This is an optimization exercise on Yosys and OpenROAD, whose aim is small area, a short achievable clock period and few clock cycles per item, not a production implementation.
The RTL was checked by simulation tests, not by an equivalence proof against the original design.

===== design/flow/run.sh =====
#!/bin/bash
# synth_recipe.tcl (not shown) runs the flow's synth.tcl, then flattens the netlist and writes it again
# the make line also repeats each setting of config.mk as NAME=value (left out here)
make -C /OpenROAD-flow-scripts/flow DESIGN_CONFIG=/design/flow/config.mk WORK_HOME=/design/flow/orfs CLKGATE_MAP_FILE= SYNTH_SCRIPT=/design/flow/synth_recipe.tcl finish

===== design/flow/config.mk =====
export PLATFORM = sky130hd
export DESIGN_NAME = data_stack_unit_with_rotate_core
export DESIGN_NICKNAME = data_stack_unit_with_rotate_core
export VERILOG_FILES = /design/flow/design.v
export SDC_FILE = /design/flow/constraint.sdc
export NUM_CORES = 4
export LEC_CHECK = 0
export CAP_MARGIN = 20
export CORE_MARGIN = 2
export CORE_UTILIZATION = 40
export SETUP_SLACK_MARGIN = 5
export SLEW_MARGIN = 20
export TNS_END_PERCENT = 5

===== design/flow/constraint.sdc =====
create_clock -name core_clock -period 10.0 [get_ports {clk}]
set_input_delay 2.0000 -clock core_clock [delete_from_list [all_inputs] [get_ports {clk}]]
set_output_delay 2.0000 -clock core_clock [all_outputs]
set_load 0.01 [all_outputs]

===== design/flow/design.v =====
package dsur_pkg;
	localparam int STACK_DEPTH = 16;
	localparam int AW = $clog2(STACK_DEPTH);
	localparam int CW = $clog2(STACK_DEPTH + 1);
	localparam int DW = 64;
	localparam logic [3:0] CMD_PUSH = 4'd0;
	localparam logic [3:0] CMD_ADD  = 4'd1;
	localparam logic [3:0] CMD_SUB  = 4'd2;
	localparam logic [3:0] CMD_MUL  = 4'd3;
	localparam logic [3:0] CMD_DIV  = 4'd4;
	localparam logic [3:0] CMD_DUP  = 4'd5;
	localparam logic [3:0] CMD_SWAP = 4'd6;
	localparam logic [3:0] CMD_OUTN = 4'd7;
	localparam logic [3:0] CMD_OUTC = 4'd8;
	localparam logic [3:0] CMD_ROL  = 4'd9;
	localparam logic [3:0] CMD_ROR  = 4'd10;
	localparam logic [1:0] ST_OK    = 2'd0;
	localparam logic [1:0] ST_UNDER = 2'd1;
	localparam logic [1:0] ST_OVER  = 2'd2;
	localparam logic [1:0] ST_DIVZ  = 2'd3;
	localparam logic [1:0] KIND_NONE = 2'd0;
	localparam logic [1:0] KIND_NUM  = 2'd1;
	localparam logic [1:0] KIND_CHAR = 2'd2;
	typedef struct packed {
		logic          start;
		logic [1:0]    op;
		logic [DW-1:0] a;
		logic [DW-1:0] b;
	} dsur_alu_req_t;
	localparam logic [1:0] OP_MUL = 2'd0;
	localparam logic [1:0] OP_DIV = 2'd1;
endpackage
module dsur_ram #(
	parameter int DW = 64,
	parameter int NS = 14
) (
	input  logic          clk,
	input  logic [NS-1:0] we,      
	input  logic [DW-1:0] wdata,
	input  logic [NS-1:0] rsel,    
	output logic [DW-1:0] rdata
);
	logic [DW-1:0] mem [NS];
	always_ff @(posedge clk) begin
		for (int k = 0; k < NS; k++)
			if (we[k])
				mem[k] <= wdata;
	end
	always_comb begin
		rdata = '0;
		for (int k = 0; k < NS; k++)
			rdata = rdata | ({DW{rsel[k]}} & mem[k]);
	end
endmodule
module dsur_muldiv (
	input  logic [63:0] m,       
	input  logic [7:0]  q,       
	input  logic        p,       
	input  logic [63:0] acc_s,
	input  logic [63:0] acc_c,
	output logic [63:0] sum_s,
	output logic [63:0] sum_c
);
	logic [63:0] row [4];
	logic [3:0]  neg;
	always_comb begin
		for (int i = 0; i < 4; i++) begin
			logic b2, b1, b0, one, two;
			logic [63:0] sel;
			b2 = q[2*i+1];
			b1 = q[2*i];
			b0 = (i == 0) ? p : q[2*i-1];
			one = b1 ^ b0;
			two = (b2 & ~b1 & ~b0) | (~b2 & b1 & b0);
			sel = ({64{one}} & (m << (2*i))) | ({64{two}} & (m << (2*i+1)));
			row[i] = sel ^ {64{b2}};
			neg[i] = b2;
		end
	end
	function automatic logic [127:0] csa(input logic [63:0] a, input logic [63:0] b,
		input logic [63:0] c, input logic cin);
		logic [63:0] s, cy;
		s  = a ^ b ^ c;
		cy = (a & b) | (a & c) | (b & c);
		csa = {s, cy[62:0], cin};
	endfunction
	logic [63:0] s1, c1, s2, c2, s3, c3;
	assign {s1, c1} = csa(row[0], row[1], row[2], neg[0]);
	assign {s2, c2} = csa(row[3], acc_s, acc_c, neg[1]);
	assign {s3, c3} = csa(s1, c1, s2, neg[2]);
	assign {sum_s, sum_c} = csa(s3, c3, c2, neg[3]);
endmodule
module data_stack_unit_with_rotate_core (
	input  logic        clk,
	input  logic        arst_n,
	input  logic        s_tvalid,
	output logic        s_tready,
	input  logic [71:0] s_tdata,   
	output logic        m_tvalid,
	input  logic        m_tready,
	output logic [71:0] m_tdata,   
	output logic [1:0]  m_tuser    
);
	localparam int DW = dsur_pkg::DW;
	localparam int NS = dsur_pkg::STACK_DEPTH - 2;
	localparam int I_IDLE = 0;
	localparam int I_NEGD = 1;   
	localparam int I_MUL  = 2;   
	localparam int I_MADD = 3;   
	localparam int I_ABS1 = 4;   
	localparam int I_ABS2 = 5;   
	localparam int I_ALN  = 6;   
	localparam int I_DIT  = 7;   
	localparam int I_DNEG = 8;   
	localparam int I_MST  = 9;   
	localparam int NP = 10;
	localparam logic [NP-1:0] P_IDLE = NP'(1) << I_IDLE;
	localparam logic [NP-1:0] P_NEGD = NP'(1) << I_NEGD;
	localparam logic [NP-1:0] P_MUL  = NP'(1) << I_MUL;
	localparam logic [NP-1:0] P_MADD = NP'(1) << I_MADD;
	localparam logic [NP-1:0] P_ABS1 = NP'(1) << I_ABS1;
	localparam logic [NP-1:0] P_ABS2 = NP'(1) << I_ABS2;
	localparam logic [NP-1:0] P_ALN  = NP'(1) << I_ALN;
	localparam logic [NP-1:0] P_DIT  = NP'(1) << I_DIT;
	localparam logic [NP-1:0] P_DNEG = NP'(1) << I_DNEG;
	localparam logic [NP-1:0] P_MST  = NP'(1) << I_MST;
	logic [NP-1:0] ph_q;
	logic [4:0]    d_q;
	logic [13:0]   db_q, dt_q;   
	logic [DW-1:0] t_q, n_q;
	logic [DW-1:0] acc_s_q, acc_c_q;
	logic          p_q;
	logic          qneg_q;
	logic [5:0]    cnt_q;
	logic          rdy_q;
	function automatic logic [13:0] inc14(input logic [13:0] x);
		inc14 = {x[12:0], x[13]};
	endfunction
	function automatic logic [13:0] dec14(input logic [13:0] x);
		dec14 = {x[0], x[13:1]};
	endfunction
	logic [3:0]  cmd;
	logic [63:0] v;
	logic        acc;
	assign cmd = s_tdata[3:0];
	assign v   = s_tdata[67:4];
	logic        o_free;   
	logic        sk_v_q, sk_pend_q, pend_fire;
	assign s_tready = rdy_q;
	assign acc = s_tvalid & rdy_q;
	logic d0, d1, d2, dge2, dge3, dfull, tz;
	assign d0    = (d_q == 5'd0);
	assign d1    = (d_q == 5'd1);
	assign d2    = (d_q == 5'd2);
	assign dge2  = !d0 && !d1;
	assign dge3  = dge2 && !d2;
	assign dfull = d_q[4];
	assign tz    = (t_q == '0);
	logic c_push, c_add, c_sub, c_mul, c_div, c_dup, c_swap, c_out, c_rol, c_ror;
	assign c_push = acc && cmd == dsur_pkg::CMD_PUSH && !dfull;
	assign c_add  = acc && cmd == dsur_pkg::CMD_ADD && dge2;
	assign c_sub  = acc && cmd == dsur_pkg::CMD_SUB && dge2;
	assign c_mul  = acc && cmd == dsur_pkg::CMD_MUL && dge2;
	assign c_div  = acc && cmd == dsur_pkg::CMD_DIV && dge2 && !tz;
	assign c_dup  = acc && cmd == dsur_pkg::CMD_DUP && !d0 && !dfull;
	assign c_swap = acc && cmd == dsur_pkg::CMD_SWAP && dge2;
	logic c_out_req;
	assign c_out_req = acc && (cmd == dsur_pkg::CMD_OUTN || cmd == dsur_pkg::CMD_OUTC) && !d0;
	assign c_out  = (c_out_req && o_free) || pend_fire;
	assign c_rol  = acc && cmd == dsur_pkg::CMD_ROL && !d0;
	assign c_ror  = acc && cmd == dsur_pkg::CMD_ROR && !d0;
	logic [1:0] r_st, r_kind;
	logic [4:0] r_dep;
	logic [63:0] r_val;
	always_comb begin
		r_st = dsur_pkg::ST_OK;
		case (cmd)
			dsur_pkg::CMD_PUSH: if (dfull) r_st = dsur_pkg::ST_OVER;
			dsur_pkg::CMD_ADD, dsur_pkg::CMD_SUB, dsur_pkg::CMD_MUL, dsur_pkg::CMD_SWAP:
				if (!dge2) r_st = dsur_pkg::ST_UNDER;
			dsur_pkg::CMD_DIV:
				if (!dge2) r_st = dsur_pkg::ST_UNDER;
				else if (tz) r_st = dsur_pkg::ST_DIVZ;
			dsur_pkg::CMD_DUP:
				if (d0) r_st = dsur_pkg::ST_UNDER;
				else if (dfull) r_st = dsur_pkg::ST_OVER;
			dsur_pkg::CMD_OUTN, dsur_pkg::CMD_OUTC, dsur_pkg::CMD_ROL, dsur_pkg::CMD_ROR:
				if (d0) r_st = dsur_pkg::ST_UNDER;
			default: ;
		endcase
	end
	assign r_dep = (c_push || c_dup) ? d_q + 5'd1 :
		(c_add || c_sub || c_mul || c_div || c_out) ? d_q - 5'd1 : d_q;
	assign r_kind = !c_out_req ? dsur_pkg::KIND_NONE :
		(cmd == dsur_pkg::CMD_OUTN) ? dsur_pkg::KIND_NUM : dsur_pkg::KIND_CHAR;
	assign r_val = c_out ? t_q : '0;
	logic idle;
	assign idle = ph_q[I_IDLE];
	logic          we;
	logic [13:0]   waddr, raddr;
	logic [DW-1:0] wdata, rdata;
	logic [13:0]   dt_inc, db_dec;
	assign dt_inc = inc14(dt_q);
	assign db_dec = dec14(db_q);
	assign raddr  = (rdy_q && cmd == dsur_pkg::CMD_ROR) ? db_q : dt_q;
	dsur_ram #(.DW(DW), .NS(NS)) u_ram (
		.clk(clk), .we({NS{we}} & waddr), .wdata(wdata), .rsel(raddr), .rdata(rdata)
	);
	logic [DW-1:0] xin, sum, diff;
	logic          zx;
	logic [DW:0]   diff_w;
	assign zx     = ph_q[I_ABS1] || ph_q[I_ABS2] || ph_q[I_DNEG] ||
		ph_q[I_NEGD];
	assign xin    = zx ? '0 : n_q;
	logic          dv;
	logic [DW:0]   sum_w;
	assign dv     = ph_q[I_ALN] || ph_q[I_DIT];
	assign sum_w  = {1'b0, n_q} + {1'b0, dv ? ~{1'b0, t_q[DW-1:1]} : t_q} + {{DW{1'b0}}, dv};
	assign sum    = sum_w[DW-1:0];
	assign diff_w = {1'b0, xin} - {1'b0, t_q};
	assign diff   = diff_w[DW-1:0];
	logic [DW-1:0] ms, mc;
	logic          mul_on, mlast;
	assign mul_on = ph_q[I_MUL];
	dsur_muldiv u_md (
		.m(t_q), .q(n_q[7:0]), .p(mul_on & p_q),
		.acc_s(mul_on ? acc_s_q : '0), .acc_c(mul_on ? acc_c_q : '0),
		.sum_s(ms), .sum_c(mc)
	);
	assign mlast = (n_q[63:7] == '0) || (n_q[63:7] == '1);
	logic [7:0] fn, ft;
	logic       mswap;
	for (genvar j = 0; j < 7; j++) begin : g_f
		assign fn[j] = (n_q[63:8*j+7] == '0) || (n_q[63:8*j+7] == '1);
		assign ft[j] = (t_q[63:8*j+7] == '0) || (t_q[63:8*j+7] == '1);
	end
	assign fn[7] = 1'b1;
	assign ft[7] = 1'b1;
	always_comb begin
		mswap = 1'b0;
		for (int j = 0; j < 6; j++)
			if (ft[j] && !fn[j+1]) mswap = 1'b1;
	end
	logic [DW-1:0] nmask;
	always_comb begin
		nmask[DW-1] = n_q[DW-1];
		for (int i = DW - 2; i >= 0; i--)
			nmask[i] = nmask[i+1] | n_q[i];
	end
	logic q0, al8, al1, dge, dlast;
	assign q0  = |(t_q & ~nmask);
	assign al8 = (t_q[63:56] == '0) && ((t_q[55:0] & ~nmask[63:8]) == '0);
	assign al1 = !t_q[63] && ((t_q[62:0] & ~nmask[63:1]) == '0);
	assign dge = !diff_w[DW];   
	assign dlast = (cnt_q == '0);
	logic hge, two, dfin;
	assign hge  = sum_w[DW];                  
	assign two  = !dge && !dlast;             
	assign dfin = two ? (cnt_q == 6'd1) : dlast;
	logic [DW-1:0] qprev, quo;
	assign qprev = ph_q[I_DIT] ? acc_s_q : '0;
	assign quo   = two ? {qprev[DW-3:0], 1'b0, hge} : {qprev[DW-2:0], dge};
	logic mstep, mfin, mgo, aln8, aln1, dstep, dnext, dend, absx;
	assign mstep = ph_q[I_MUL] || ph_q[I_MST];
	assign mgo   = (c_mul && !mswap) || mstep;           
	assign mfin  = mgo && mlast;                         
	assign aln8  = ph_q[I_ALN] && !q0 && al8;
	assign aln1  = ph_q[I_ALN] && !q0 && !al8 && al1;
	assign dstep = ph_q[I_DIT] || (ph_q[I_ALN] && !q0 && !al8 && !al1);
	assign dend  = (dstep && dfin) || (ph_q[I_ALN] && q0);   
	assign dnext = dstep && !dfin;
	assign absx  = ph_q[I_ABS1] || ph_q[I_ABS2];
	logic t_v, t_sum, t_diff, t_mc, t_shl8, t_n, t_rd, t_shl1, t_shr1, t_shr2, t_quo, t_hold;
	assign t_v    = c_push;
	assign t_sum  = c_add || ph_q[I_MADD];
	assign t_diff = c_sub || ph_q[I_DNEG] || ph_q[I_NEGD];
	assign t_mc   = mfin;
	assign t_shl8 = (mgo && !mlast) || aln8;
	assign t_n    = c_out || c_swap || ((c_rol || c_ror) && d2) || (c_rol && dge3) ||
		(c_mul && mswap) || absx;
	assign t_rd   = c_ror && dge3;
	assign t_shl1 = aln1;
	assign t_shr1 = dnext && !two;
	assign t_shr2 = dnext && two;
	assign t_quo  = dend;
	assign t_hold = !(t_v || t_sum || t_diff || t_mc || t_shl8 || t_n || t_rd || t_shl1 ||
		t_shr1 || t_shr2 || t_quo);
	logic n_t, n_rd, n_ms, n_sar8, n_diff, n_sum, n_hold;
	assign n_t    = c_push || c_dup || c_swap || ((c_rol || c_ror) && d2) || (c_ror && dge3) ||
		(c_mul && mswap) || (absx && !t_q[63]);
	assign n_rd   = c_add || c_sub || c_out || (c_rol && dge3) || ph_q[I_MADD] || dend;
	assign n_ms   = mfin;
	assign n_sar8 = mgo && !mlast;
	assign n_diff = (absx && t_q[63]) || (dnext && !two);
	assign n_sum  = dnext && two && hge;
	assign n_hold = !(n_t || n_rd || n_ms || n_sar8 || n_diff || n_sum);
	logic [DW-1:0] t_d, n_d, acc_s_d;
	assign t_d =
		({DW{t_v}}    & v) |
		({DW{t_sum}}  & sum) |
		({DW{t_diff}} & diff) |
		({DW{t_mc}}   & mc) |
		({DW{t_shl8}} & (t_q << 8)) |
		({DW{t_n}}    & n_q) |
		({DW{t_rd}}   & rdata) |
		({DW{t_shl1}} & (t_q << 1)) |
		({DW{t_shr1}} & (t_q >> 1)) |
		({DW{t_shr2}} & (t_q >> 2)) |
		({DW{t_quo}}  & quo) |
		({DW{t_hold}} & t_q);
	assign n_d =
		({DW{n_t}}    & t_q) |
		({DW{n_rd}}   & rdata) |
		({DW{n_ms}}   & ms) |
		({DW{n_sar8}} & {{8{n_q[63]}}, n_q[63:8]}) |
		({DW{n_diff}} & diff) |
		({DW{n_sum}}  & sum) |
		({DW{n_hold}} & n_q);
	assign acc_s_d = dstep ? quo : ms;
	logic [NP-1:0] ph_d;
	logic [4:0]    d_d;
	logic [13:0]   db_d, dt_d;
	logic [5:0]    cnt_d;
	logic          fill;
	assign fill = ((c_add || c_sub || c_out || c_rol) && dge3) ||
		((ph_q[I_MADD] || dend) && d_q[4:1] != '0);
	always_comb begin
		ph_d = ph_q;
		if (idle) begin
			if (c_mul)
				ph_d = mswap ? P_MST : mlast ? P_MADD : P_MUL;
			if (c_div)
				ph_d = n_q[63] ? P_ABS1 : t_q[63] ? P_NEGD : P_ALN;
		end
		if (mstep)
			ph_d = mlast ? P_MADD : P_MUL;
		if (ph_q[I_MADD] || ph_q[I_DNEG])
			ph_d = P_IDLE;
		if (ph_q[I_ABS1])
			ph_d = P_ABS2;
		if (ph_q[I_ABS2] || ph_q[I_NEGD])
			ph_d = P_ALN;
		if (dnext)
			ph_d = P_DIT;
		if (dend)
			ph_d = (qneg_q && dstep) ? P_DNEG : P_IDLE;
		d_d = d_q;
		if (c_push || c_dup)
			d_d = d_q + 5'd1;
		if (c_add || c_sub || c_out || c_mul || c_div)
			d_d = d_q - 5'd1;
		we    = 1'b0;
		waddr = dt_inc;
		wdata = n_q;
		db_d  = db_q;
		dt_d  = dt_q;
		if (((c_push || c_dup) && dge2) || (c_ror && dge3)) begin
			we   = 1'b1;
			dt_d = dt_inc;
		end
		if (c_ror && dge3)
			db_d = inc14(db_q);
		if (c_rol && dge3) begin
			we    = 1'b1;
			waddr = db_dec;
			wdata = t_q;
			db_d  = db_dec;
		end
		if (fill)
			dt_d = dec14(dt_q);
		cnt_d = '0;
		if (aln8)
			cnt_d = cnt_q + 6'd8;
		else if (aln1)
			cnt_d = cnt_q + 6'd1;
		else if (dstep)
			cnt_d = two ? cnt_q - 6'd2 : cnt_q - 6'd1;
	end
	always_ff @(posedge clk) begin
		t_q     <= t_d;
		n_q     <= n_d;
		acc_s_q <= acc_s_d;
		acc_c_q <= mc;
		p_q     <= n_q[7];
		cnt_q   <= cnt_d;
		if (idle)
			qneg_q <= n_q[63] ^ t_q[63];
	end
	always_ff @(posedge clk or negedge arst_n) begin
		if (!arst_n) begin
			ph_q <= P_IDLE;
			d_q  <= '0;
			db_q <= 14'd1;
			dt_q <= 14'h2000;
		end else begin
			ph_q <= ph_d;
			d_q  <= d_d;
			db_q <= db_d;
			dt_q <= dt_d;
		end
	end
	logic [72:0] o_q, r_beat, o_d;
	logic        m_v_q, sk_v_d;
	logic [1:0]  sk_kind_q, sk_st_q;
	logic [4:0]  sk_dep_q;
	assign r_beat = {r_kind, r_dep, r_st, r_val};
	assign o_free = !m_v_q || m_tready;
	assign pend_fire = sk_v_q && sk_pend_q && o_free;
	assign sk_v_d = sk_v_q ? !o_free : (acc && !o_free);
	always_comb begin
		if (sk_v_q && sk_pend_q)
			o_d = {sk_kind_q, d_q - 5'd1, dsur_pkg::ST_OK, t_q};
		else if (sk_v_q)
			o_d = {dsur_pkg::KIND_NONE, sk_dep_q, sk_st_q, 64'd0};
		else
			o_d = r_beat;
	end
	always_ff @(posedge clk) begin
		if (o_free)
			o_q <= o_d;
		if (acc && !o_free) begin
			sk_kind_q <= r_kind;
			sk_dep_q  <= r_dep;
			sk_st_q   <= r_st;
		end
	end
	always_ff @(posedge clk or negedge arst_n) begin
		if (!arst_n) begin
			m_v_q     <= 1'b0;
			rdy_q     <= 1'b0;
			sk_v_q    <= 1'b0;
			sk_pend_q <= 1'b0;
		end else begin
			if (o_free)
				m_v_q <= acc || sk_v_q;
			sk_v_q <= sk_v_d;
			if (acc && !o_free)
				sk_pend_q <= c_out_req;
			rdy_q <= ph_d[I_IDLE] && !sk_v_d;
		end
	end
	assign m_tvalid = m_v_q;
	assign m_tdata  = {1'b0, o_q[70:0]};
	assign m_tuser  = o_q[72:71];
endmodule

==> impl_metrics.csv, run 1 <==
group,metric,value,unit
run_status,outcome,"finished clean",
detailed_routing,via_count,75200,
die,coreArea,202000,sq um
logic_synthesis,synth_ff_type,"edfxtp_1",
worst_setup_path,setup.worst_path.end,"n_q[52]$_DFF_P_",
detailed_routing,vias_per_cell,6.67,
logic_synthesis,synth_nets,9038,
final_layout,n_fill_cell,18900,
detailed_routing,drc,0,
sta,timing.slew.headroom,0.267,
worst_setup_path,crit_start,"ph_q[5]$_DFFE_PN0P_",
clock_tree,cts_max_path_buffers,3,
clock_tree,htree_num_levels,4,
final_layout,area_growth,16.6,%
logic_synthesis,async_reset_ff_frac,0.0365,
sta,hold_violations,0,
final_layout,seqCellArea,35900,sq um
final_layout,final_cell_mix,"edfxtp_1 (982), nand2_1 (893), a21oi_1 (871)",
die,io_pins,152,
worst_setup_path,crit_cells,16,
grt,antenna_found_initial,9,
final_layout,drive_above_1_share,0.126,
worst_setup_path,critPathMaxFanout,12,
sta,fin_crit,5280,ps
final_layout,multi_input_area,42700,sq um
sta,final.setup_skew,40.4,ps
worst_setup_path,rr_startpoint,"ph_q[5]$_DFFE_PN0P_",
grt,grt_overflow_total,0,
logic_synthesis,yosys_warnings,5,
clock_tree,cts_tree,"done",
detailed_routing,drtIter0Drc,11000,
sta,worst_pin_slew,1100,ps
detailed_routing,routed_wl,369000,um
grt,grt_max_degree,139,
logic_synthesis,ys_ff_latch,1288,
clock_tree,postCtsHoldBufs,0,
logic_synthesis,yosysUniqueCellTypes,108,
worst_setup_path,reg2reg_slack,4720,ps
die,die_w,454,um
sta,finalSetupViolCount,0,
detailed_routing,drtPass1Iterations,10,
detailed_routing,ant_nets,0,
placement,hpwl,234000,um
detailed_routing,wl_per_cell,32.8,um
logic_synthesis,synth_edf_count,982,
worst_hold_path,min_path_type,"reg -> reg",
sta,max_freq,189,MHz
logic_synthesis,synthesis.area,81200,sq um
logic_synthesis,syn_avg_cell_area,9.48,sq um
grt,grt_pass1_wl,507000,um
logic_synthesis,syn_inst,8565,
clock_tree,clk_pin_slew,70,ps
clock_tree,clock_latency,860,ps
placement,io_buffers,146,
final_layout,utilization,0.469,
clock_tree,cts_buffers,139,
worst_setup_path,critPathArrivalTime,6010,ps
final_layout,final_common_cell,"edfxtp_1",
sta,whs,549,ps
grt,grt_pass1_vias,68200,
logic_synthesis,synth-seq-area-share,0.442,
flow_run,cap_viol_max_count,0,
worst_setup_path,endpoint_kind,"register",
sta,rsz0062_at_grt,"true",
grt,grt_use_total,0.338,
worst_setup_path,critPathTopFamily,"compound AO/OA/AOI/OAI gates",
sta,min_period_over_period,0.528,
die,initial_core_util,0.402,
worst_setup_path,critPathRequiredTime,10730,ps
worst_setup_path,crit_slowest_cell,"a31o_2",
clock_tree,cts_sinks,1288,
die,rows,165,
worst_setup_path,crit_buf_inv,2,
worst_setup_path,worstPathCellList,"or2_4 -> or3_4 -> buf_12 -> buf_16 -> nor2_4 -> ha_4 -> and3_4 -> a221o_2 -> a221oi_4 -> a21oi_4 -> o21a_4 -> o21ai_4 -> a21o_2 -> a31o_2 -> o221ai_1 -> a211o_1",
placement,gp_congestion,1.07,
sta,tns,0,ps
worst_setup_path,r2r.worst_path.cells,16,
worst_setup_path,startpoint_type,"register",
worst_setup_path,slowest_delay,740,ps
worst_setup_path,critical_path_class,"reg -> reg",
sta,final_max_slew_viol_count,0,
die,dieArea,207000,sq um
final_layout,final_cell_area,94600,sq um
die,die_h,454,um
worst_setup_path,reg2reg_to,"n_q[52]$_DFF_P_",
final_layout,fin_nets,8958,
placement,dpl-instance-area,85200,sq um
clock_tree,root_buffer,"clkbuf_16",
stage by stage:
stage          worst slack [ps]  instances
6_report                   4720      11300
5_1_grt                    4740      11300
4_1_cts                    4890      11200
3_5_place_dp               2780      10800
3_3_place_gp               2820      10800
2_1_floorplan              4800       8565
synth_stat cells (all sizes together) (47+ instances only):
master  count  area share
a211oi    148       0.014
a21o      102      0.0094
a21oi     888       0.055
a221o      72      0.0089
a221oi    196       0.021
a22o       53      0.0057
a22oi     509       0.047
and2      126      0.0097
buf       183      0.0098
clkbuf    653       0.030
dfxtp     259       0.064
edfxtp    982        0.36
fa        255       0.063
ha        142       0.022
inv       425       0.020
mux2       54      0.0075
nand2     916       0.042
nand3     149      0.0092
nand4     112      0.0087
nor2      649       0.030
nor3      100      0.0062
nor4       51      0.0048
o211ai     47      0.0045
o21ai     298       0.018
o221ai     72      0.0078
o22ai     190       0.015
o311a      50      0.0062
o31ai     119       0.011
xnor2      97       0.010
xor2       52      0.0056
sequential cells by signal, summed over array words and instances, names as in the netlist, 10 cells and up:
name       flops
acc_s_q       64
ph_q          10
acc_c_q       64
n_q           64
t_q           64
u_ram.mem    896
db_q          14
dt_q          14
o_q           73
layer usage:
layer / vias to the layer above / share of wire / track usage
met5: - / 0.000035 / 0
met4: 2 / 0.058 / 0.154
met3: 912 / 0.12 / 0.0855
met2: 5303 / 0.42 / 0.493
met1: 37100 / 0.40 / 0.469
li1: 31900 / - / -
layout make-up:
| type | instances | share of cell area |
|---|---|---|
| sequential | 1288 | 0.379 |
| antenna | 4 | 0.000106 |
| inverter | 455 | 0.0186 |
| timing repair buffer | 599 | 0.0670 |
| clock buffer | 164 | 0.0387 |
| multi-input combinational | 6002 | 0.451 |
| clock inverter | 83 | 0.00989 |
| tap | 2672 | 0.0353 |
kinds of logic (layout without fill, tap and decap cells):
group / Yosys count / count (layout) / synth area share
AO/OA/AOI/OAI: 3031 / 3032 / 0.254
XOR/XNOR: 149 / 149 / 0.0161
adder cells (fa/ha/maj): 398 / 398 / 0.0849
buffers and inverters: 1292 / 1301 / 0.0612
flip-flops: 1288 / 1288 / 0.442
multiplexers: 89 / 100 / 0.0118
other: 1 / 5 / 0.0000462
AND/OR/NAND/NOR: 2317 / 2322 / 0.131
what timing repair did:
| item | CTS | global route |
|---|---|---|
| resized for setup | 357 | 213 |
| cloned | 19 | 20 |
| endpoints found under the setup margin | 1148 | 618 |
| buffers inserted | 74 | 86 |
| pin swaps | 57 | 66 |
how the worst min path moves through the flow:
stage / to / startpoint / slack (ps) / cells past startpoint
floorplan: db_q[0]$_DFFE_PN1P_ / db_q[0]$_DFFE_PN1P_ / 450 / 2
global placement: ph_q[5]$_DFFE_PN0P_ / ph_q[5]$_DFFE_PN0P_ / 460 / 1
detailed placement: db_q[0]$_DFFE_PN1P_ / db_q[0]$_DFFE_PN1P_ / 480 / 2
CTS: ph_q[5]$_DFFE_PN0P_ / ph_q[5]$_DFFE_PN0P_ / 500 / 1
global route: ph_q[8]$_DFFE_PN0P_ / qneg_q$_DFFE_PP_ / 560 / 1
finish: t_q[1]$_DFF_P_ / acc_s_q[0]$_DFF_P_ / 550 / 2
worst reg2reg max path: cells and delay by family, from the launching register on:
| kind | cells | cell delay, ps |
|---|---|---|
| buf+inv | 2 | 350 |
| simple gates | 4 | 920 |
| flops | 1 | 390 |
| compound gates | 9 | 3300 |
| fa+ha+maj | 1 | 220 |
Testbench counts, summed over its fixed seeds: cycles 19,014, items 12,000.
==> inputs of run 2 (changes only) <==
--- a/design/flow/design.v
+++ b/design/flow/design.v
@@ -205,5 +205,23 @@
 	assign raddr  = (rdy_q && cmd == dsur_pkg::CMD_ROR) ? db_q : dt_q;
+	logic          wb_v_q;
+	logic [13:0]   wb_sel_q;
+	logic [DW-1:0] wb_data_q, ram_rdata;
 	dsur_ram #(.DW(DW), .NS(NS)) u_ram (
-		.clk(clk), .we({NS{we}} & waddr), .wdata(wdata), .rsel(raddr), .rdata(rdata)
+		.clk(clk), .we({NS{wb_v_q}} & wb_sel_q), .wdata(wb_data_q), .rsel(raddr),
+		.rdata(ram_rdata)
 	);
+	logic wb_hit;
+	assign wb_hit = wb_v_q && ((rdy_q && cmd == dsur_pkg::CMD_ROR) ? |(wb_sel_q & db_q) :
+		|(wb_sel_q & dt_q));
+	assign rdata = wb_hit ? wb_data_q : ram_rdata;
+	always_ff @(posedge clk) begin
+		wb_sel_q  <= waddr;
+		wb_data_q <= wdata;
+	end
+	always_ff @(posedge clk or negedge arst_n) begin
+		if (!arst_n)
+			wb_v_q <= 1'b0;
+		else
+			wb_v_q <= we;
+	end
 	logic [DW-1:0] xin, sum, diff;
@@ -211,4 +229,4 @@
 	logic [DW:0]   diff_w;
-	assign zx     = ph_q[I_ABS1] || ph_q[I_ABS2] || ph_q[I_DNEG] ||
-		ph_q[I_NEGD];
+	logic          zx_q, dv_q;   
+	assign zx     = zx_q;
 	assign xin    = zx ? '0 : n_q;
@@ -216,4 +234,6 @@
 	logic [DW:0]   sum_w;
-	assign dv     = ph_q[I_ALN] || ph_q[I_DIT];
-	assign sum_w  = {1'b0, n_q} + {1'b0, dv ? ~{1'b0, t_q[DW-1:1]} : t_q} + {{DW{1'b0}}, dv};
+	assign dv     = dv_q;
+	logic [DW+1:0] sum_x;
+	assign sum_x  = {1'b0, n_q, 1'b1} + {1'b0, dv ? ~{1'b0, t_q[DW-1:1]} : t_q, dv};
+	assign sum_w  = sum_x[DW+1:1];
 	assign sum    = sum_w[DW-1:0];
@@ -391,2 +411,4 @@
 			ph_q <= P_IDLE;
+			zx_q <= 1'b0;
+			dv_q <= 1'b0;
 			d_q  <= '0;
@@ -396,2 +418,4 @@
 			ph_q <= ph_d;
+			zx_q <= ph_d[I_ABS1] || ph_d[I_ABS2] || ph_d[I_DNEG] || ph_d[I_NEGD];
+			dv_q <= ph_d[I_ALN] || ph_d[I_DIT];
 			d_q  <= d_d;
==> design/flow/flow/run.sh (new file) <==
#!/bin/bash
set -o pipefail
bash standard.sh SETUP_SLACK_MARGIN=6.5 TNS_END_PERCENT=5 finish > flow_make.log 2>&1
==> design/flow/standard.sh (new file) <==
#!/bin/bash
# synth_recipe.tcl (not shown) runs the flow's synth.tcl, then flattens the netlist and writes it again
# the make line also repeats each setting of config.mk as NAME=value (left out here)
make -C /OpenROAD-flow-scripts/flow DESIGN_CONFIG=/design/flow/config.mk WORK_HOME=/design/flow/orfs CLKGATE_MAP_FILE= SYNTH_SCRIPT=/design/flow/synth_recipe.tcl "${@:-finish}"
removed: design/flow/run.sh
==> run 2 against run 1 <==
Net effect: flip-flop and latch count up 81; core utilization up 2.4 points; cell area up 6.6%; final cell count up 1.3%; hold slack worse by 65 ps; wire length up 11%; clock-buffer cell count up 42; sequential share of layout area down 0.70 points; fmax up 11%; area after synthesis up 1.6%.
==> impl_metrics.csv, run 2 <==
group,metric,value,unit
final_layout,largest_reg_flops,896,
worst_setup_path,endpoint_kind,"register",
logic_synthesis,synth_ff_type,"edfxtp_1",
sta,timing.slew.headroom,0.152,
worst_setup_path,critical_path_class,"in -> reg",
worst_setup_path,critPathArrivalTime,5440,ps
die,dieArea,210000,sq um
run_status,outcome,"finished clean",
die,coreArea,205000,sq um
worst_hold_path,min_path_type,"reg -> reg",
grt,grt_pass1_wl,547000,um
detailed_routing,wl_per_cell,35.9,um
clock_tree,cts_max_path_buffers,3,
placement,post-place-ws,2800,ps
logic_synthesis,synth_nets,8894,
grt,grt_use_total,0.362,
logic_synthesis,syn_inst,8421,
clock_tree,clk_pin_slew,70,ps
sta,min_period_over_period,0.474,
placement,io_buffers,146,
grt,met3_usage,0.0994,
worst_setup_path,crit_top_cell,"buf_12",
clock_tree,cts_tree,"done",
detailed_routing,vias_per_cell,6.81,
flow_run,cap_viol_max_count,0,
clock_tree,clock_latency,850,ps
detailed_routing,via_count,77700,
sta,max_freq,211,MHz
worst_setup_path,crit_buf_inv,8,
clock_tree,htree_num_levels,4,
die,die_h,458,um
die,io_pins,152,
logic_synthesis,ys_top_cells_by_count,"edfxtp_1 (982), nand2_1 (904), clkbuf_1 (632)",
final_layout,n_fill_cell,18400,
placement,hpwl,232000,um
logic_synthesis,synthesis.area,82500,sq um
grt,use_met2,0.536,
clock_tree,cts_buffers,146,
sta,fin_crit,4740,ps
logic_synthesis,syn_avg_cell_area,9.79,sq um
sta,finalSetupViolCount,0,
final_layout,fin_nets,9061,
logic_synthesis,synth_top_area_cell,"edfxtp_1",
detailed_routing,ant_nets,0,
final_layout,seqCellArea,37600,sq um
logic_synthesis,synth_top_area_share,0.358,
logic_synthesis,ys_ff_latch,1369,
final_layout,final_cell_mix,"edfxtp_1 (982), nand2_1 (883), nor2_1 (582)",
final_layout,multi_input_area,43800,sq um
die,initial_core_util,0.403,
grt,grt_max_degree,101,
logic_synthesis,synth_edf_count,982,
worst_setup_path,worstPathCellList,"buf_12 -> and4bb_4 -> buf_12 -> buf_12 -> nand2_8 -> buf_12 -> a211oi_4 -> buf_12 -> buf_8 -> buf_16 -> buf_4 -> a21oi_2 -> a222oi_1 -> nand3_1 -> a211oi_2 -> o211ai_1",
sta,fin_ws,5260,ps
sta,worst_pin_slew,1260,ps
placement,gp_congestion,1.01,
worst_setup_path,critPathMaxFanout,8,
detailed_routing,drtIter0Drc,13000,
grt,grt_pass1_vias,71000,
sta,tns,0,ps
worst_setup_path,critPathRequiredTime,10690,ps
sta,hold_violations,0,
die,die_w,458,um
sta,rsz0062_at_grt,"true",
final_layout,final_common_cell,"edfxtp_1",
detailed_routing,routed_wl,409000,um
worst_setup_path,crit_slowest_cell,"a222oi_1",
clock_tree,cts_sinks,1369,
sta,final_max_slew_viol_count,0,
logic_synthesis,yosysUniqueCellTypes,102,
logic_synthesis,async_reset_ff_frac,0.0365,
final_layout,top_register,"u_ram.mem",
logic_synthesis,synth.area.top_cells,"edfxtp_1 (36%), dfxtp_1 (8.2%), fa_1 (6.2%)",
detailed_routing,drtPass1Iterations,8,
final_layout,drive_above_1_share,0.172,
logic_synthesis,yosys_warnings,5,
clock_tree,postCtsHoldBufs,0,
grt,grt_overflow_total,0,
final_layout,area_growth,22.3,%
final_layout,largestRegisters,"u_ram.mem (896), o_q (73)",
grt,antenna_found_initial,29,
die,rows,166,
worst_setup_path,startpoint_type,"input pin",
grt,grt_busiest_layer,"met2",
detailed_routing,drc,0,
worst_setup_path,slowest_delay,590,ps
logic_synthesis,synth_most_common_cell,"edfxtp_1",
sta,final.setup_skew,50.0,ps
worst_setup_path,critPathTopFamily,"compound AO/OA/AOI/OAI gates",
clock_tree,root_buffer,"clkbuf_16",
grt,grtUsageMet1,0.471,
logic_synthesis,synth-seq-area-share,0.455,
## run 2: path summary, 6_finish.rpt
check                                   from                  to  slack [ps]  depth (start not counted)
max                               s_tdata[0]     t_q[32]$_DFF_P_        5260                         16
min                        ph_q[5]$_DFF_PN0_   ph_q[4]$_DFF_PN0_         480                          1
max reg2reg                   dv_q$_DFF_PN0_  acc_s_q[0]$_DFF_P_        5320                         17
min reg2reg                ph_q[5]$_DFF_PN0_   ph_q[4]$_DFF_PN0_         480                          1
max in group asynchronous             arst_n      dv_q$_DFF_PN0_        8100                          2
min in group asynchronous             arst_n  d_q[3]$_DFFE_PN0P_        1290                          2
## run 2: worst register-to-register path, stage by stage, from the launching register on
cell	delay (ps)
dfrtp_4	550
clkinv_8	130
buf_4	170
buf_16	160
buf_4	130
mux2i_1	180
ha_1	300
and4_4	200
a221o_1	440
o31ai_4	350
a211oi_4	120
buf_12	170
o211ai_1	160
buf_4	160
a31oi_4	100
buf_4	180
a21oi_1	830
mux2i_1	170
## run 2: repair_timing
action                     CTS  global route
resized for setup          526           338
buffers inserted           206           151
hold endpoints to repair     0             0
setup endpoints to repair  521           512
pin swaps                   97           141
gates cloned                56            42
## run 2: through the flow
step                hold WS [ps]  area, sq um   util  std cells
CTS                          468        97000  0.474      11200
global route                 506       101000  0.492      11400
finish                       484       101000  0.493      11400
detailed placement           461        86500  0.422      10700
floorplan                    431        83000      -       8421
global placement             438        86500  0.422      10700
## run 2: cells by family after synthesis
kind of cell	synth area share
DFF	0.455
adders and majority gates	0.0904
other	0.0000455
muxes	0.0197
xor gates and xnor gates	0.0159
AOI/OAI and AO/OA	0.238
and+or+nand+nor	0.122
buffers and inverters	0.0593
## run 2: metal layers
layer	up-vias	part of all wire
met3	1417	0.13
met5	-	0.00032
met1	38400	0.37
met2	6014	0.42
li1	31900	-
met4	18	0.079
## run 2: cell type report
type                    instances  share of cell area
diodes                         14            0.000347
clock buffers                 206              0.0413
clock inverters                65             0.00706
inverters                     444              0.0176
multi-input cells            5825               0.434
flip-flops and latches       1369               0.372
well taps                    2688              0.0333
repair buffers                802              0.0941
Testbench counts of run 2, summed over its fixed seeds: cycles 19,014, items 12,000.
==> inputs of run 3 (changes only) <==
--- a/design/flow/design.v
+++ b/design/flow/design.v
@@ -291,2 +291,7 @@
 	assign dnext = dstep && !dfin;
+	logic e_go, e_two, e_fin1, e_fin2;
+	assign e_go   = dstep && !dlast;                     
+	assign e_two  = dstep && !dlast && (cnt_q != 6'd1);  
+	assign e_fin1 = dstep && dlast;
+	assign e_fin2 = dstep && !dlast && (cnt_q == 6'd1);
 	assign absx  = ph_q[I_ABS1] || ph_q[I_ABS2];
@@ -302,7 +307,7 @@
 	assign t_shl1 = aln1;
-	assign t_shr1 = dnext && !two;
-	assign t_shr2 = dnext && two;
-	assign t_quo  = dend;
+	assign t_shr1 = dge && e_go;
+	assign t_shr2 = !dge && e_two;
+	assign t_quo  = e_fin1 || (!dge && e_fin2) || (ph_q[I_ALN] && q0);
 	assign t_hold = !(t_v || t_sum || t_diff || t_mc || t_shl8 || t_n || t_rd || t_shl1 ||
-		t_shr1 || t_shr2 || t_quo);
+		dstep || (ph_q[I_ALN] && q0));
 	logic n_t, n_rd, n_ms, n_sar8, n_diff, n_sum, n_hold;
@@ -310,8 +315,11 @@
 		(c_mul && mswap) || (absx && !t_q[63]);
-	assign n_rd   = c_add || c_sub || c_out || (c_rol && dge3) || ph_q[I_MADD] || dend;
+	assign n_rd   = c_add || c_sub || c_out || (c_rol && dge3) || ph_q[I_MADD] ||
+		e_fin1 || (!dge && e_fin2) || (ph_q[I_ALN] && q0);
 	assign n_ms   = mfin;
 	assign n_sar8 = mgo && !mlast;
-	assign n_diff = (absx && t_q[63]) || (dnext && !two);
-	assign n_sum  = dnext && two && hge;
-	assign n_hold = !(n_t || n_rd || n_ms || n_sar8 || n_diff || n_sum);
+	assign n_diff = (absx && t_q[63]) || (dge && e_go);
+	assign n_sum  = !dge && hge && e_two;
+	assign n_hold = !(n_t || n_ms || n_sar8 || absx || c_add || c_sub || c_out ||
+		(c_rol && dge3) || ph_q[I_MADD] || (ph_q[I_ALN] && q0) || dstep) ||
+		(!dge && !hge && e_two);
 	logic [DW-1:0] t_d, n_d, acc_s_d;
--- a/design/flow/config.mk
+++ b/design/flow/config.mk
@@ -10,2 +10,5 @@
 export CORE_UTILIZATION = 40
+export CTS_CLUSTER_DIAMETER = 100
+export CTS_CLUSTER_SIZE = 20
+export PLACE_DENSITY = 0.5
 export SETUP_SLACK_MARGIN = 5
==> run 3 against run 2 <==
Net effect: synthesized cell count up 1.1%; die area about the same; clock-buffer cell count down 73; core utilization down 0.90 points; clock skew down 1.6 ps; first-iteration DRC count down 18%; final cell count down 0.60%; critical path type unchanged; critical endpoint is now t_q[15]$_DFF_P_; highest routed layer unchanged.
==> impl_metrics.csv, run 3 <==
group,metric,value,unit
final_layout,utilization,0.484,
detailed_routing,wl_met1,165000,um
worst_setup_path,critPathMaxFanout,13,
grt,grt_max_degree,95,
final_layout,largest_reg_flops,896,
clock_tree,root_buffer,"clkbuf_16",
worst_setup_path,startpoint_type,"input pin",
detailed_routing,via_count,75600,
die,coreArea,205000,sq um
grt,antenna_found_initial,12,
clock_tree,clock_latency,810,ps
logic_synthesis,syn_avg_cell_area,9.69,sq um
final_layout,drive_above_1_share,0.164,
logic_synthesis,synth-seq-area-share,0.454,
final_layout,area_growth,20.1,%
detailed_routing,drc,0,
clock_tree,cts_tree,"done",
logic_synthesis,syn_inst,8513,
final_layout,multi_input_area,43900,sq um
sta,timing.slew.headroom,0.152,
logic_synthesis,async_reset_ff_frac,0.0365,
detailed_routing,vias_per_cell,6.67,
logic_synthesis,synth_nets,8986,
clock_tree,htree_num_levels,3,
sta,fin_crit,4780,ps
sta,final.setup_skew,48.4,ps
sta,worst_pin_slew,1260,ps
sta,whs,530,ps
worst_setup_path,crit_top_cell,"buf_12",
worst_setup_path,crit_start,"s_tdata[0]",
grt,grt_pass1_vias,69800,
die,die_w,458,um
worst_hold_path,min_path_type,"reg -> reg",
logic_synthesis,ys_ff_latch,1369,
logic_synthesis,yosys_warnings,5,
worst_setup_path,crit_slowest_cell,"o31ai_2",
logic_synthesis,synth_top_area_cell,"edfxtp_1",
sta,hold_violations,0,
final_layout,fin_nets,9047,
detailed_routing,drtIter0Drc,10700,
die,die_h,458,um
logic_synthesis,synth_most_common_cell,"edfxtp_1",
clock_tree,cts_buffers,88,
grt,grt_use_total,0.375,
die,dieArea,210000,sq um
grt,grt_overflow_total,0,
detailed_routing,top_layer_used,"met5",
logic_synthesis,synth_top_area_share,0.357,
final_layout,top_register,"u_ram.mem",
clock_tree,cts_max_path_buffers,3,
worst_setup_path,critPathRequiredTime,10650,ps
sta,final_max_slew_viol_count,0,
logic_synthesis,synth.area.top_cells,"edfxtp_1 (36%), dfxtp_1 (8.2%), fa_1 (6.2%)",
worst_setup_path,slowest_delay,560,ps
clock_tree,clk_pin_slew,90,ps
final_layout,n_fill_cell,18900,
sta,finalSetupViolCount,0,
logic_synthesis,synth_ff_type,"edfxtp_1",
die,io_pins,152,
worst_setup_path,worstPathCellList,"buf_12 -> nor2b_4 -> nand3_4 -> buf_12 -> buf_16 -> mux2_8 -> buf_4 -> a22o_1 -> a221oi_1 -> nand3_1 -> o31ai_2 -> o21ai_1 -> a211oi_1 -> and3_1 -> o2111ai_1",
placement,dpl-instance-area,86900,sq um
clock_tree,cts_sinks,1369,
flow_run,cap_viol_max_count,0,
detailed_routing,dr_wl_met3,41400,um
worst_setup_path,critPathArrivalTime,5420,ps
logic_synthesis,yosysUniqueCellTypes,105,
worst_hold_path,hold_start,"qneg_q$_DFFE_PP_",
final_layout,final_cell_mix,"edfxtp_1 (982), nand2_1 (829), a21oi_1 (661)",
logic_synthesis,synth_edf_count,982,
die,initial_core_util,0.403,
final_layout,final_common_cell,"edfxtp_1",
die,rows,166,
sta,tns,0,ps
logic_synthesis,ys_top_cells_by_count,"edfxtp_1 (982), nand2_1 (854), a21oi_1 (696)",
logic_synthesis,synthesis.area,82500,sq um
detailed_routing,wl_per_cell,36.2,um
placement,gp_congestion,0.999,
detailed_routing,drtPass1Iterations,9,
final_layout,final_cell_area,99000,sq um
final_layout,seqCellArea,37600,sq um
worst_setup_path,critical_path_class,"in -> reg",
worst_setup_path,endpoint_kind,"register",
run_status,outcome,"finished clean",
detailed_routing,routed_wl,411000,um
detailed_routing,wl_met2,176000,um
placement,hpwl,245000,um
final_layout,largestRegisters,"u_ram.mem (896), o_q (73)",
sta,rsz0062_at_grt,"true",
sta,min_period_over_period,0.478,
worst_setup_path,rr_startpoint,"n_q[63]$_DFF_P_",
sta,max_freq,209,MHz
placement,io_buffers,146,
detailed_routing,ant_nets,0,
grt,grt_pass1_wl,561000,um
run 3: critical path: cells and delay by family:
| kind | cells | cell delay [ps] |
|---|---|---|
| muxes | 1 | 400 |
| and+or+nand+nor | 4 | 640 |
| AOI/OAI and AO/OA | 6 | 1660 |
| buffers and inverters | 4 | 680 |
run 3: cells by family (layout without fill, tap and decap cells):
logic type | Yosys count | in the layout | synth area share
XOR/XNOR | 151 | 151 | 0.0160
flip-flops | 1369 | 1369 | 0.454
AND/OR/NAND/NOR | 2289 | 2292 | 0.126
adder cells (fa/ha/maj) | 397 | 397 | 0.0833
multiplexers | 141 | 158 | 0.0176
buffers and inverters | 1290 | 1403 | 0.0600
other | 1 | 10 | 0.0000455
AO/OA/AOI/OAI | 2875 | 2877 | 0.243
run 3: final cells by class:
cell class / instances / area share
clock inverters: 31 / 0.00441
repair buffers: 789 / 0.0963
well taps: 2688 / 0.0340
diodes: 9 / 0.000227
inverters: 448 / 0.0182
multi-input cells: 5876 / 0.443
repair inverters: 2 / 0.000202
flip-flops and latches: 1369 / 0.380
clock buffers: 133 / 0.0240
run 3: path summary, 6_finish.rpt:
path | endpoint | slack (ps) | cells after the start
min in group asynchronous | m_v_q$_DFFE_PN0N_ | 1330 | 2
worst max-delay path | t_q[15]$_DFF_P_ | 5220 | 15
worst min-delay path | ph_q[8]$_DFF_PN0_ | 530 | 2
max in group asynchronous | zx_q$_DFF_PN0_ | 8140 | 2
worst min register to register | ph_q[8]$_DFF_PN0_ | 530 | 2
worst max register to register | n_q[63]$_DFF_P_ | 5250 | 15
run 3: through the flow:
step,worst slack (ps),instances
2_1_floorplan,5190,8513
3_3_place_gp,2390,10800
3_5_place_dp,2420,10800
4_1_cts,5310,11200
5_1_grt,5200,11300
6_report,5220,11300
run 3: metal layers:
| metal | up-vias | global-route usage |
|---|---|---|
| met1 | 38000 | 0.509 |
| met4 | 6 | 0.203 |
| met2 | 4703 | 0.559 |
| met3 | 968 | 0.0783 |
| li1 | 32000 | - |
| met5 | - | 0 |
run 3: repair_timing:
| action | in CTS | in global routing |
|---|---|---|
| pin swaps | 106 | 108 |
| setup endpoints to repair | 524 | 503 |
| gates cloned | 72 | 21 |
| resized for setup | 676 | 294 |
| buffers inserted | 211 | 96 |
| hold buffers | 0 | 0 |
Testbench counts of run 3, summed over its fixed seeds: cycles 19,014, items 12,000.
==> inputs of run 4 (changes only) <==
==> design/flow/flow/run.sh (replaced) <==
#!/bin/bash
set -o pipefail
bash standard.sh SETUP_SLACK_MARGIN=6.5 TNS_END_PERCENT=0 finish > flow_make.log 2>&1
==> run 4 against run 3 <==
Net effect: critical path type unchanged; die area unchanged; global-route usage decreased by 2.1 points; core utilization decreased by 1.4 points; hold slack improved by 9.7 ps; sequential share of layout area increased by 1.1 points.
==> impl_metrics.csv, run 4 <==
group,metric,value,unit
logic_synthesis,synth_nets,8986,
sta,tns,0,ps
sta,rsz0062_at_grt,"true",
detailed_routing,wl_per_cell,34.5,um
worst_setup_path,startpoint_type,"input pin",
worst_setup_path,critical_path_class,"in -> reg",
detailed_routing,vias_per_cell,6.58,
die,rows,166,
placement,gp_congestion,1.03,
clock_tree,cts_tree,"done",
detailed_routing,ant_nets,0,
worst_setup_path,critPathRequiredTime,10660,ps
final_layout,largest_reg_flops,896,
worst_setup_path,setup.worst_path.end,"t_q[63]$_DFF_P_",
run_status,outcome,"finished clean",
final_layout,drive_above_1_share,0.134,
worst_setup_path,rr_startpoint,"n_q[36]$_DFF_P_",
detailed_routing,drtIter0Drc,10200,
sta,worst_pin_slew,1240,ps
logic_synthesis,synth_edf_count,982,
logic_synthesis,yosys_warnings,5,
logic_synthesis,synth.area.top_cells,"edfxtp_1 (36%), dfxtp_1 (8.2%), fa_1 (6.2%)",
clock_tree,clock_latency,830,ps
logic_synthesis,syn_inst,8513,
clock_tree,root_buffer,"clkbuf_16",
sta,hold_violations,0,
worst_setup_path,endpoint_kind,"register",
die,coreArea,205000,sq um
logic_synthesis,synth_ff_type,"edfxtp_1",
grt,grt_use_total,0.354,
sta,final.setup_skew,110,ps
grt,grt_pass1_wl,535000,um
sta,min_period_over_period,0.489,
flow_run,cap_viol_max_count,0,
final_layout,top_register,"u_ram.mem",
logic_synthesis,syn_avg_cell_area,9.69,sq um
logic_synthesis,synth_most_common_cell,"edfxtp_1",
clock_tree,postCtsHoldBufs,0,
logic_synthesis,synthesis.area,82500,sq um
detailed_routing,drc,0,
die,dieArea,210000,sq um
placement,hpwl,242000,um
sta,max_freq,205,MHz
final_layout,final_cell_mix,"edfxtp_1 (982), nand2_1 (845), a21oi_1 (670)",
sta,fin_crit,4890,ps
grt,antenna_found_initial,15,
sta,finalSetupViolCount,0,
logic_synthesis,synth_top_area_cell,"edfxtp_1",
final_layout,final_common_cell,"edfxtp_1",
placement,io_buffers,146,
grt,grt_max_degree,94,
clock_tree,clk_pin_slew,90,ps
logic_synthesis,ys_top_cells_by_count,"edfxtp_1 (982), nand2_1 (854), a21oi_1 (696)",
worst_setup_path,reg2reg_to,"t_q[56]$_DFF_P_",
sta,final_max_slew_viol_count,0,
clock_tree,htree_num_levels,3,
worst_hold_path,min_path_type,"reg -> reg",
detailed_routing,via_count,73800,
final_layout,area_growth,16.5,%
logic_synthesis,ys_ff_latch,1369,
final_layout,final_cell_area,96100,sq um
clock_tree,cts_max_path_buffers,3,
worst_setup_path,critPathMaxFanout,8,
logic_synthesis,synth-seq-area-share,0.454,
clock_tree,cts_sinks,1369,
detailed_routing,routed_wl,386000,um
clock_tree,cts_buffers,91,
placement,dpl-instance-area,86700,sq um
grt,grt_overflow_total,0,
die,initial_core_util,0.403,
logic_synthesis,synth_top_area_share,0.357,
die,die_w,458,um
detailed_routing,drtPass1Iterations,9,
worst_setup_path,critPathArrivalTime,5550,ps
worst_setup_path,reg2reg_slack,5150,ps
logic_synthesis,yosysUniqueCellTypes,105,
grt,grt_pass1_vias,69100,
die,io_pins,152,
sta,timing.slew.headroom,0.166,
worst_setup_path,r2r.worst_path.cells,12,
die,die_h,458,um
worst_setup_path,crit_start,"s_tdata[1]",
final_layout,largestRegisters,"u_ram.mem (896), o_q (73)",
final_layout,fin_nets,8909,
logic_synthesis,async_reset_ff_frac,0.0365,
==> run 4: per-stage QoR <==
step	utilization	std cells	setup WS, ps	hold slack (ps)
6_report	0.469	11200	5110	540
5_1_grt	0.469	11200	5230	570
4_1_cts	0.460	11100	5300	543
3_5_place_dp	0.424	10800	2440	492
3_3_place_gp	0.423	10800	2470	491
2_1_floorplan	-	8513	5190	459
==> run 4: worst min path at each step <==
stage | startpoint | cells after the start | endpoint
after floorplan | db_q[0]$_DFFE_PN1P_ | 2 | db_q[0]$_DFFE_PN1P_
after global placement | db_q[0]$_DFFE_PN1P_ | 2 | db_q[0]$_DFFE_PN1P_
after detailed placement | db_q[0]$_DFFE_PN1P_ | 2 | db_q[0]$_DFFE_PN1P_
after CTS | qneg_q$_DFFE_PP_ | 2 | ph_q[8]$_DFF_PN0_
after global routing | acc_s_q[0]$_DFF_P_ | 2 | acc_s_q[1]$_DFF_P_
final | qneg_q$_DFFE_PP_ | 2 | ph_q[8]$_DFF_PN0_
==> run 4: kinds of logic after synthesis <==
family | share of synthesized area
compound gates | 0.243
xor+xnor | 0.0160
fa+ha+maj | 0.0833
buf+inv | 0.0600
flops | 0.454
mux | 0.0176
other cells | 0.0000455
simple gates | 0.126
==> run 4: repair_timing <==
action | 4_1_cts | 5_1_grt
gates resized for setup | 505 | 221
setup endpoints to repair | 527 | 507
pin swaps | 82 | 62
setup buffers | 157 | 60
cloned | 40 | 10
==> run 4: layer usage <==
metal | vias to the layer above | global-route usage | wire (um)
met3 | 876 | 0.0683 | 36600
li1 | 31700 | - | -
met5 | - | 0 | 0
met4 | 0 | 0.190 | 26400
met2 | 4317 | 0.534 | 167000
met1 | 36900 | 0.480 | 157000
==> run 4: layout make-up <==
type	instances	area, sq um
repair buffers	653	7320
diodes	12	30.0
multi-input cells	5873	43000
well taps	2688	3360
clock inverters	27	428
flip-flops and latches	1369	37600
clock buffers	137	2530
fillers	19100	109000
inverters	448	1830
==> run 4: worst max-delay path: stages <==
cell       delay (ps)
buf_12             80
nor2b_4           180
nand3_4           150
buf_16            210
mux2_4            430
buf_4             220
a221oi_1          240
and3_1            240
a31oi_4           180
a222oi_1         1040
o211ai_1          240
a21oi_2           200
o2111ai_1         120
==> inputs of run 5 (changes only) <==
--- a/design/flow/config.mk
+++ b/design/flow/config.mk
@@ -10,4 +10,4 @@
 export CORE_UTILIZATION = 40
-export CTS_CLUSTER_DIAMETER = 100
-export CTS_CLUSTER_SIZE = 20
+export CTS_CLUSTER_DIAMETER = 120
+export CTS_CLUSTER_SIZE = 24
 export PLACE_DENSITY = 0.5
==> run 5 against run 4 <==
Net effect: still clean; register-to-register slack better by 50 ps; fmax is 0.12% lower; synthesized cell count stayed put.
==> impl_metrics.csv, run 5 <==
group,metric,value,unit
run_status,outcome,"finished clean",
logic_synthesis,synth_edf_count,982,
detailed_routing,ant_nets,0,
clock_tree,cts_sinks,1369,
clock_tree,cts_tree,"done",
detailed_routing,via_count,73900,
clock_tree,htree_num_levels,3,
logic_synthesis,synth_nets,8986,
final_layout,utilization,0.466,
placement,dpl-instance-area,86700,sq um
logic_synthesis,async_reset_ff_frac,0.0365,
logic_synthesis,synth-seq-area-share,0.454,
worst_setup_path,critPathArrivalTime,5540,ps
clock_tree,cts_buffers,76,
sta,rsz0062_at_grt,"true",
clock_tree,postCtsHoldBufs,0,
clock_tree,clock_latency,790,ps
final_layout,seqCellArea,37600,sq um
sta,worst_pin_slew,1230,ps
logic_synthesis,syn_avg_cell_area,9.69,sq um
final_layout,n_fill_cell,19200,
logic_synthesis,syn_inst,8513,
detailed_routing,routed_wl,387000,um
die,die_w,458,um
sta,tns,0,ps
sta,finalSetupViolCount,0,
sta,timing.slew.headroom,0.180,
sta,final_max_slew_viol_count,0,
final_layout,area_growth,15.7,%
logic_synthesis,yosysUniqueCellTypes,105,
sta,final.setup_skew,46.7,ps
final_layout,multi_input_area,43000,sq um
flow_run,cap_viol_max_count,0,
clock_tree,clk_pin_slew,100,ps
worst_setup_path,critPathRequiredTime,10650,ps
final_layout,stdcell_count,11200,
logic_synthesis,ys_ff_latch,1369,
detailed_routing,drtPass1Iterations,9,
final_layout,top_register,"u_ram.mem",
placement,hpwl,242000,um
worst_setup_path,reg2reg_slack,5200,ps
final_layout,largest_reg_flops,896,
sta,min_period_over_period,0.489,
grt,grt_use_total,0.355,
worst_hold_path,min_path_type,"reg -> reg",
worst_setup_path,critical_path_class,"in -> reg",
detailed_routing,drtIter0Drc,10500,
final_layout,final_cell_area,95500,sq um
logic_synthesis,yosys_warnings,5,
die,initial_core_util,0.403,
placement,post-place-ws,2440,ps
logic_synthesis,synthesis.area,82500,sq um
die,io_pins,152,
sta,fin_crit,4890,ps
worst_setup_path,startpoint_type,"input pin",
logic_synthesis,synth_top_area_share,0.357,
final_layout,final_cell_mix,"edfxtp_1 (982), nand2_1 (845), a21oi_1 (672)",
final_layout,drive_above_1_share,0.132,
logic_synthesis,synth_ff_type,"edfxtp_1",
sta,hold_violations,0,
die,rows,166,
placement,io_buffers,146,
placement,gp_congestion,1.03,
grt,grt_pass1_wl,536000,um
detailed_routing,wl_per_cell,34.7,um
logic_synthesis,synth_most_common_cell,"edfxtp_1",
grt,grt_pass1_vias,69100,
worst_setup_path,endpoint_kind,"register",
logic_synthesis,synth.area.top_cells,"edfxtp_1 (36%), dfxtp_1 (8.2%), fa_1 (6.2%)",
clock_tree,root_buffer,"clkbuf_16",
die,die_h,458,um
die,dieArea,210000,sq um
grt,grt_max_degree,94,
grt,grt_overflow_total,0,
placement,post-place-cells,10800,
final_layout,largestRegisters,"u_ram.mem (896), o_q (73)",
sta,max_freq,204,MHz
grt,antenna_found_initial,17,
die,coreArea,205000,sq um
final_layout,final_common_cell,"edfxtp_1",
sta,fin_ws,5110,ps
detailed_routing,vias_per_cell,6.61,
final_layout,fin_nets,8885,
logic_synthesis,ys_top_cells_by_count,"edfxtp_1 (982), nand2_1 (854), a21oi_1 (696)",
clock_tree,cts_max_path_buffers,3,
worst_setup_path,critPathMaxFanout,8,
detailed_routing,drc,0,
logic_synthesis,synth_top_area_cell,"edfxtp_1",
==> run 5: stage by stage <==
step	hold WS [ps]
after global routing	573
final	555
after detailed placement	492
after global placement	491
after floorplan	459
after CTS	557
==> run 5: cell families after synthesis <==
kind of cell	synth area share
adders and majority gates	0.0833
DFF	0.454
buffers and inverters	0.0600
other	0.0000455
muxes	0.0176
xor gates and xnor gates	0.0160
AOI/OAI and AO/OA	0.243
and+or+nand+nor	0.126
==> run 5: area by class of cell <==
| cell class | instances | area share |
|---|---|---|
| Antenna cell | 10 | 0.000262 |
| Tap cell | 2688 | 0.0352 |
| Clock buffer | 114 | 0.0221 |
| Sequential cell | 1369 | 0.393 |
| Clock inverter | 26 | 0.00401 |
| Timing Repair Buffer | 646 | 0.0756 |
| Multi-Input combinational cell | 5871 | 0.450 |
| Inverter | 448 | 0.0191 |
==> run 5: timing repair <==
action / CTS / global route
gates cloned: 39 / 10
pin swaps: 88 / 50
setup buffers: 168 / 41
resized for setup: 534 / 181
endpoints found under the setup margin: 528 / 430
==> run 5: routing by layer <==
metal,vias up,part of all wire,global-route usage
met5,-,0.00012,0
met4,8,0.068,0.188
met3,844,0.095,0.0713
met2,4416,0.43,0.537
met1,37000,0.40,0.479
li1,31600,-,-
==> run 5: critical path, stage by stage <==
cell and delay (ps):
buf_12 80, nor2b_4 170, nand3_4 150, buf_12 190, buf_16 150, mux2_4 470
a221oi_1 300, and3_1 240, a31oi_4 190, a222oi_1 1020, o211ai_1 240, a21oi_2 200
o2111ai_1 120
==> run 5: path summary, 6_finish.rpt <==
| check | from | endpoint | cells after the start |
|---|---|---|---|
| max in group asynchronous | arst_n | zx_q$_DFF_PN0_ | 2 |
| max | s_tdata[1] | t_q[63]$_DFF_P_ | 13 |
| min in group asynchronous | arst_n | m_v_q$_DFFE_PN0N_ | 2 |
| min reg2reg | qneg_q$_DFFE_PP_ | ph_q[8]$_DFF_PN0_ | 2 |
| max reg2reg | n_q[36]$_DFF_P_ | t_q[56]$_DFF_P_ | 12 |
| min | qneg_q$_DFFE_PP_ | ph_q[8]$_DFF_PN0_ | 2 |

[re-timing with driven ports]
In the flow no input, the clock included, has a driving cell. The finished layouts below were timed again as built, in two steps. Step 1, drivers: a clkbuf_16 drives clk and a buf_2 each remaining input, both assumed. Step 2 moves the port delays by t, midway between the first and last clock arrival at a register: inputs arrive t later, outputs are due t later. That takes back most of the time a late clock gives input paths. a / b / c = ideal / step 1 / step 2; a / b = the first two.
| run | t, ns | setup slack, ns | slew at the worst register clock pin (ns) | worst data-port slew with drivers (ns) |
|---|---|---|---|---|
| run 1 | 0.919 | 4.717 / 4.717 / 3.982 | 0.08 / 0.08 | 0.07 |
| run 2 | 0.913 | 5.257 / 5.258 / 4.344 | 0.07 / 0.07 | 0.13 |
| run 3 | 0.876 | 5.224 / 5.249 / 4.384 | 0.10 / 0.10 | 0.08 |
| run 4 | 0.860 | 5.113 / 5.102 / 4.242 | 0.10 / 0.10 | 0.09 |
| run 5 | 0.861 | 5.107 / 5.099 / 4.238 | 0.11 / 0.11 | 0.09 |
After both steps setup and hold are still met in every run listed. For run 2, which loses most, drivers alone change the setup slack by +0.001 ns; drivers and shift together by -0.913 ns.
